Background: an optimization exercise with open tools, aiming at small area and few clock cycles per item. Do not read the settings as production practice.
Where RTL was checked, it was by simulation tests only, not by an equivalence proof against the original.

Setup of v6:
## fp_mult_pipe
module fp_mult_pipe #(
   parameter int EXP_W = 8,
   parameter int MAN_W = 23
) (
   input  logic                 clk,
   input  logic                 rst_n,
   input  logic                 in_valid,
   output logic                 in_ready,
   input  logic [EXP_W+MAN_W:0] x,
   input  logic [EXP_W+MAN_W:0] y,
   output logic                 out_valid,
   input  logic                 out_ready,
   output logic [EXP_W+MAN_W:0] result
   ,
   output logic [3:0]           flags
);
Size in the first run: roughly 41 flip-flops, roughly 110 I/O pins, ~0.016 sq mm of cells after synthesis.
clock: 7.5 ns
lec_check: 0
cap_margin: 20
core_margin: 2
core_utilization: 40
cts_buf_list: sky130_fd_sc_hd__clkbuf_8
gpl_timing_driven: 0
slew_margin: 20
standard.sh (not shown) runs the stock make flow with config.mk's settings and CLKGATE_MAP_FILE= SYNTH_SCRIPT=/design/flow/synth_recipe.tcl, a recipe that flattens the netlist after the stock synthesis.
==> flow/flow/run.sh <==
#!/bin/bash
# Layout flow: the standard ORFS flow (standard.sh) with three changes:
#  - synthesis skips Yosys's generic `abc -fast` pass (synth -noabc), so the full
#    adders written in the RTL reach extract_fa as written;
#  - the final ABC technology mapping uses flow/abc.script (area recovery under a
#    delay target, then gate sizing) instead of ORFS's abc_speed.script;
#  - every port is buffered by a buf_2 instead of the default clkdlybuf4s50_1.
set -euo pipefail
cd "$(dirname "$0")/.."
W=$(pwd)
export FLOW_SYNTH_TCL=$W/synth_recipe.tcl
export FLOW_ABC_SCRIPT=$W/flow/abc.script
export BUFFER_PORTS_ARGS="-buffer_cell sky130_fd_sc_hd__buf_2"
bash standard.sh synth SYNTH_ARGS=-noabc SYNTH_SCRIPT=$W/flow/synth.tcl > synth.log 2>&1
bash standard.sh finish SYNTH_ARGS=-noabc SYNTH_SCRIPT=$W/flow/synth.tcl > layout.log 2>&1
==> flow/flow/abc.script <==
strash
ifraig
dch -f
map -D 5500
topo
stime -c
buffer -c
upsize -c -D 5500
dnsize -c -D 5500
==> flow/flow/synth.tcl <==
# The standard flow's synthesis script (synth_recipe.tcl, sourced below unchanged), with the
# technology-mapping ABC run given our own script (flow/abc.script) in place of
# ORFS's abc_speed.script.  Only the combinational mapping changes; registers are
# mapped before ABC runs and keep their standard-synthesis names and cells.
proc abc {args} {
  set i [lsearch -exact $args -script]
  if { $i >= 0 } {
    lset args [expr {$i + 1}] $::env(FLOW_ABC_SCRIPT)
    puts "flow/synth.tcl: abc -script $::env(FLOW_ABC_SCRIPT)"
  }
  yosys abc {*}$args
}
source $::env(FLOW_SYNTH_TCL)
Testbench counts of v6, summed over its fixed seeds: cycles 16,008, items 16,000.
--- input diff v6..v7 ---
--- a/flow/design.v
+++ b/flow/design.v
@@ -1325,17 +1325,17 @@
    assign rnd   = msb ? rnd1 : rnd0;
    assign inx   = ph_q[0] | st_q | (msb & ph_q[1]);
    always_comb begin
       ones[0] = 1'b1;
       for (int i = 1; i < SW; i++)
          ones[i] = ones[i-1] & man_n[i-1];
    end
    assign frac = man_n[MAN_W-1:0] ^ ({MAN_W{rnd}} & ones[MAN_W-1:0]);
-   assign cry  = rnd & ones[SW-1] & man_n[SW-1];
+   assign cry  = rnd & (&ph_q[SW:2]) & (msb | ph_q[1]);
    logic [XW-1:0] e_s;
    assign e_s = {1'b0, e_q} + XW'(msb) + XW'(cry);
    assign e_o = e_s[EXP_W-1:0] - BIAS[EXP_W-1:0];
    assign ovf = (e_s >= EMAX + BIAS);
    assign unf = (e_s <= BIAS);
    logic [W-1:0] r_d;
    logic [3:0]   f_d;
    always_comb begin
==> run notes <==
v7 completed end to end with timing, DRC and antenna clean.
Compared v7 vs v6, and shortest clock period the worst path allows after layout is up in v7.
Taking v6 as the reference, in v7 signal arrival time at the worst endpoint went up by 0.02 ns; largest net degree at the start of global routing went down by 2; proportion of cell area occupied by registers was more or less identical.
Delta (v7 minus v6): buffer share of cell area picked up an extra 0.38 points.
The portion of the clock cycle consumed by the worst path in the final layout in v7 sits 0.63 points above the value recorded for v6.
Per the comparison of v7 with v6, total number of vias saw a decrease; synthesized area held steady; synthesized cell count decreased by 9 relative to the old numbers.
Only the layout flow was run in v7; the RTL was not checked for function there.

* * *

Setup of the reference run:
fp_mult_pipe, a different RTL version from the one above (not shown whole).
Size in the first run: about 41 flip-flops, ~110 I/O pins, about 0.017 mm2 of cells after synthesis.
==> flow/design.v (excerpt) <==
module fp_mult_pipe #(
   parameter int EXP_W = 8,
   parameter int MAN_W = 23
) (
   input  logic                 clk,
   input  logic                 rst_n,
   input  logic                 in_valid,
   output logic                 in_ready,
   input  logic [EXP_W+MAN_W:0] x,
   input  logic [EXP_W+MAN_W:0] y,
   output logic                 out_valid,
   input  logic                 out_ready,
   output logic [EXP_W+MAN_W:0] result
   ,
   output logic [3:0]           flags
);
   localparam int W  = 1 + EXP_W + MAN_W;
   localparam int SW = MAN_W + 1;
   localparam int PW = 2 * SW;
   localparam int XW = EXP_W + 2;
   localparam logic [XW-1:0] BIAS = XW'(2**(EXP_W-1) - 1);
   localparam logic [XW-1:0] EMAX = XW'(2**EXP_W - 1);
   localparam logic [EXP_W-1:0] EONES = '1;
   localparam logic [W-1:0] QNAN = {1'b0, EONES, 1'b1, {(MAN_W-1){1'b0}}};
   logic v_q;
   logic load;
   assign load      = ~v_q | out_ready;
   assign in_ready  = load;
   assign out_valid = v_q;
   logic             sx, sy;
   logic [EXP_W-1:0] ex, ey;
   logic [MAN_W-1:0] mx, my;
   logic             zx, zy, infx, infy, nanx, nany;
   assign {sx, ex, mx} = x;
   assign {sy, ey, my} = y;
   assign zx   = (ex == '0);
   assign zy   = (ey == '0);
   assign infx = (ex == EONES) & (mx == '0);
   assign infy = (ey == EONES) & (my == '0);
   assign nanx = (ex == EONES) & (mx != '0);
   assign nany = (ey == EONES) & (my != '0);
   logic [PW-1:0] p;
   wire bo0 = my[0] ^ 1'b0;
   wire bt0 = (my[1] & ~my[0] & ~1'b0) | (~my[1] & my[0] & 1'b0);
   wire bn0 = my[1] & ~(my[0] & 1'b0);
   wire xa1 = mx[0] ^ bn0;
   wire xa2 = mx[1] ^ bn0;
   wire xa3 = mx[2] ^ bn0;
   wire xa4 = mx[3] ^ bn0;
   wire xa5 = mx[4] ^ bn0;
   wire xa6 = mx[5] ^ bn0;
   wire xa7 = mx[6] ^ bn0;
   wire xa8 = mx[7] ^ bn0;
   wire xa9 = mx[8] ^ bn0;
   wire xa10 = mx[9] ^ bn0;
   wire xa11 = mx[10] ^ bn0;
   wire xa12 = mx[11] ^ bn0;
   wire xa13 = mx[12] ^ bn0;
   wire xa14 = mx[13] ^ bn0;
   wire xa15 = mx[14] ^ bn0;
   wire xa16 = mx[15] ^ bn0;
   wire xa17 = mx[16] ^ bn0;
   wire xa18 = mx[17] ^ bn0;
   wire xa19 = mx[18] ^ bn0;
   wire xa20 = mx[19] ^ bn0;
   wire xa21 = mx[20] ^ bn0;
   wire xa22 = mx[21] ^ bn0;
   wire xa23 = mx[22] ^ bn0;
   wire pp24 = (bo0 & xa1) | (bt0 & bn0);
   wire pp25 = (bo0 & xa2) | (bt0 & xa1);
  ...
Settings: LEC_CHECK=0, CAP_MARGIN=20, CORE_MARGIN=2, CORE_UTILIZATION=40, GPL_TIMING_DRIVEN=0, SLEW_MARGIN=20; clock period 7.5 ns.
==> flow/flow/run.sh <==
#!/bin/bash
# Layout flow: the standard ORFS flow, with Yosys's generic `abc -fast` pass
# skipped in synthesis (synth -noabc), so that the full adders written in the RTL
# reach extract_fa as written and keep one polarity through the adder tree.
# The technology mapping abc pass at the end of synthesis still runs.
set -euo pipefail
cd "$(dirname "$0")/.."
bash standard.sh synth SYNTH_ARGS=-noabc > synth.log 2>&1
bash standard.sh finish SYNTH_ARGS=-noabc > layout.log 2>&1
Testbench counts of the reference run, summed over its fixed seeds: cycles 16,008, items 16,000.
Input-level comparison between the trial run and the reference run:
--- a/flow/design.v
+++ b/flow/design.v
@@ -30,25 +30,24 @@
    logic             sx, sy;
    logic [EXP_W-1:0] ex, ey;
    logic [MAN_W-1:0] mx, my;
    logic             zx, zy, infx, infy, nanx, nany;
    assign {sx, ex, mx} = x;
    assign {sy, ey, my} = y;
    assign zx   = (ex == '0);
    assign zy   = (ey == '0);
    assign infx = (ex == EONES) & (mx == '0);
    assign infy = (ey == EONES) & (my == '0);
    assign nanx = (ex == EONES) & (mx != '0);
    assign nany = (ey == EONES) & (my != '0);
-   logic [PW-1:0] p;
    wire bo0 = my[0] ^ 1'b0;
    wire bt0 = (my[1] & ~my[0] & ~1'b0) | (~my[1] & my[0] & 1'b0);
    wire bn0 = my[1] & ~(my[0] & 1'b0);
    wire xa1 = mx[0] ^ bn0;
    wire xa2 = mx[1] ^ bn0;
    wire xa3 = mx[2] ^ bn0;
    wire xa4 = mx[3] ^ bn0;
    wire xa5 = mx[4] ^ bn0;
    wire xa6 = mx[5] ^ bn0;
    wire xa7 = mx[6] ^ bn0;
    wire xa8 = mx[7] ^ bn0;
    wire xa9 = mx[8] ^ bn0;
@@ -1249,28 +1248,31 @@
    wire s1171 = c998 ^ s1081 ^ c1080;
    wire c1172 = (c998 & s1081) | ((c998 ^ s1081) & c1080);
    wire s1173 = c1000 ^ s1083 ^ c1082;
    wire c1174 = (c1000 & s1083) | ((c1000 ^ s1083) & c1082);
    wire s1175 = c1002 ^ s1085 ^ c1084;
    wire c1176 = (c1002 & s1085) | ((c1002 ^ s1085) & c1084);
    wire s1177 = 1'b1 ^ s1087 ^ c1086;
    wire c1178 = (1'b1 & s1087) | ((1'b1 ^ s1087) & c1086);
    wire s1179 = pp588 ^ 1'b1 ^ c1088;
    wire c1180 = (pp588 & 1'b1) | ((pp588 ^ 1'b1) & c1088);
    wire [47:0] pa = {s1179, s1177, s1175, s1173, s1171, s1169, s1167, s1165, s1163, s1161, s1159, s1157, s1155, s1153, s1151, s1149, s1147, s1145, s1143, s1141, s1139, s1137, s1135, s1133, s1131, s1129, s1127, s1125, s1123, s1121, s1119, s1117, s1115, s1113, s1111, s1109, s1107, s1105, s1103, s1101, s1099, s1097, s1095, s1093, s1091, bn1, pp25, pp24};
    wire [47:0] pb = {c1178, c1176, c1174, c1172, c1170, c1168, c1166, c1164, c1162, c1160, c1158, c1156, c1154, c1152, c1150, c1148, c1146, c1144, c1142, c1140, c1138, c1136, c1134, c1132, c1130, c1128, c1126, c1124, c1122, c1120, c1118, c1116, c1114, c1112, c1110, c1108, c1106, c1104, c1102, c1100, c1098, c1096, c1094, c1092, c1090, s1089, 1'b0, bn0};
-   assign p = pa + pb;
    localparam int LO = MAN_W - 1;
+   logic [LO:0]   lo_sum;
+   logic          c_lo;
    logic [LO-1:0] orx, ory;
    logic          st_d;
+   assign lo_sum = {1'b0, pa[LO-1:0]} + {1'b0, pb[LO-1:0]};
+   assign c_lo   = lo_sum[LO];
    always_comb begin
       orx[0] = mx[0];
       ory[0] = my[0];
       for (int i = 1; i < LO; i++) begin
          orx[i] = orx[i-1] | mx[i];
          ory[i] = ory[i-1] | my[i];
       end
       st_d = 1'b0;
       for (int i = 0; i < LO; i++)
          st_d = st_d | (orx[i] & ory[LO-1-i]);
    end
    logic [1:0] sc_d;
@@ -1284,55 +1286,60 @@
          sc_d  = 2'b11;
          inv_d = 1'b1;
       end else if (infx | infy) begin
          sc_d  = 2'b10;
       end else if (zx | zy) begin
          sc_d  = 2'b01;
       end else begin
          sc_d  = 2'b00;
       end
    end
    logic          s_q;
    logic [EXP_W:0] e_q;    
-   logic [SW+1:0] ph_q;    
+   logic [PW-1:LO] ha_q, hb_q;   
+   logic          c_q;           
    logic          st_q;    
    logic [1:0]    sc_q;
    logic          inv_q;
    always_ff @(posedge clk or negedge rst_n) begin
       if (!rst_n)
          v_q <= 1'b0;
       else if (load)
          v_q <= in_valid;
    end
    always_ff @(posedge clk) begin
       if (load) begin
          s_q   <= sx ^ sy;
          e_q   <= {1'b0, ex} + {1'b0, ey};
-         ph_q  <= p[PW-1:MAN_W-1];
+         ha_q  <= pa[PW-1:LO];
+         hb_q  <= pb[PW-1:LO];
+         c_q   <= c_lo;
          st_q  <= st_d;
          sc_q  <= sc_d;
          inv_q <= inv_d;
       end
    end
+   logic [SW+1:0]    ph;      
    logic             msb, rnd1, rnd0, rnd, cry, ovf, unf, inx;
    logic [SW-1:0]    man_n;
    logic [SW-1:0]    ones;    
    logic [MAN_W-1:0] frac;
    logic [EXP_W-1:0] e_o;
-   assign msb   = ph_q[SW+1];
-   assign man_n = msb ? ph_q[SW+1:2] : ph_q[SW:1];
-   assign rnd1  = ph_q[1] & (ph_q[0] | st_q | ph_q[2]);
-   assign rnd0  = ph_q[0] & (st_q | ph_q[1]);
+   assign ph    = ha_q + hb_q + (SW+2)'(c_q);
+   assign msb   = ph[SW+1];
+   assign man_n = msb ? ph[SW+1:2] : ph[SW:1];
+   assign rnd1  = ph[1] & (ph[0] | st_q | ph[2]);
+   assign rnd0  = ph[0] & (st_q | ph[1]);
    assign rnd   = msb ? rnd1 : rnd0;
-   assign inx   = ph_q[0] | st_q | (msb & ph_q[1]);
+   assign inx   = ph[0] | st_q | (msb & ph[1]);
    always_comb begin
       ones[0] = 1'b1;
       for (int i = 1; i < SW; i++)
          ones[i] = ones[i-1] & man_n[i-1];
    end
    assign frac = man_n[MAN_W-1:0] ^ ({MAN_W{rnd}} & ones[MAN_W-1:0]);
    assign cry  = rnd & ones[SW-1] & man_n[SW-1];
    logic [1:0] inc;
    logic [2:0] ovf_k, unf_k;
    logic [EXP_W-1:0] eo_k [3];
    assign inc = {1'b0, msb} + {1'b0, cry};
    always_comb begin
### Flow results
- Taking the reference run as the reference, in the trial run fmax +1.2 MHz, worst slew margin relative to its limit -24 points, register-to-register slack -30 ps.
- The trial run vs the reference run: cell area after layout down
- From the reference run to the trial run the numbers moved as follows: cell count increased by 1.9% relative to the old numbers, post-synthesis xor/xnor area fraction essentially unchanged.
Testbench counts of the trial run, summed over its fixed seeds: cycles 16,008, items 16,000.

[re-timing with driven ports]
The flow's constraints put no driver on any port. The routed layouts listed below were extracted and timed again, unchanged, in two steps. Step 1: set_driving_cell puts a clkbuf_16 on clk and a buf_2 on each other input, an assumption about the parent block. Step 2, shift: input delay + t, output delay - t, t = (earliest + latest rising clock arrival at the registers) / 2. This alone moves slack from input paths to output paths. Three values: ideal ports, drivers, drivers and shift; two values: the first two.
run | shift t [ns] | setup WS [ns] | worst setup path after step 2 | latest minus earliest clock arrival (ns) | cell pins on the clock port's net
v6 | 0.319 | 0.172 / 0.175 / -0.143 | input to register | 0.005 / 0.005 | 1
v7 | 0.320 | 0.124 / 0.079 / -0.241 | input to register | 0.012 / 0.012 | 1
the reference run | 0.320 | 0.114 / 0.126 / -0.194 | input to register | 0.007 / 0.007 | 1
the trial run | 0.370 | 0.181 / 0.166 / -0.188 | input to register | 0.008 / 0.007 | 1
With both steps, setup timing fails in every run listed, where it was met with ideal ports. For the trial run, which loses most, drivers alone change the setup slack by -0.015 ns; drivers and shift together by -0.369 ns.
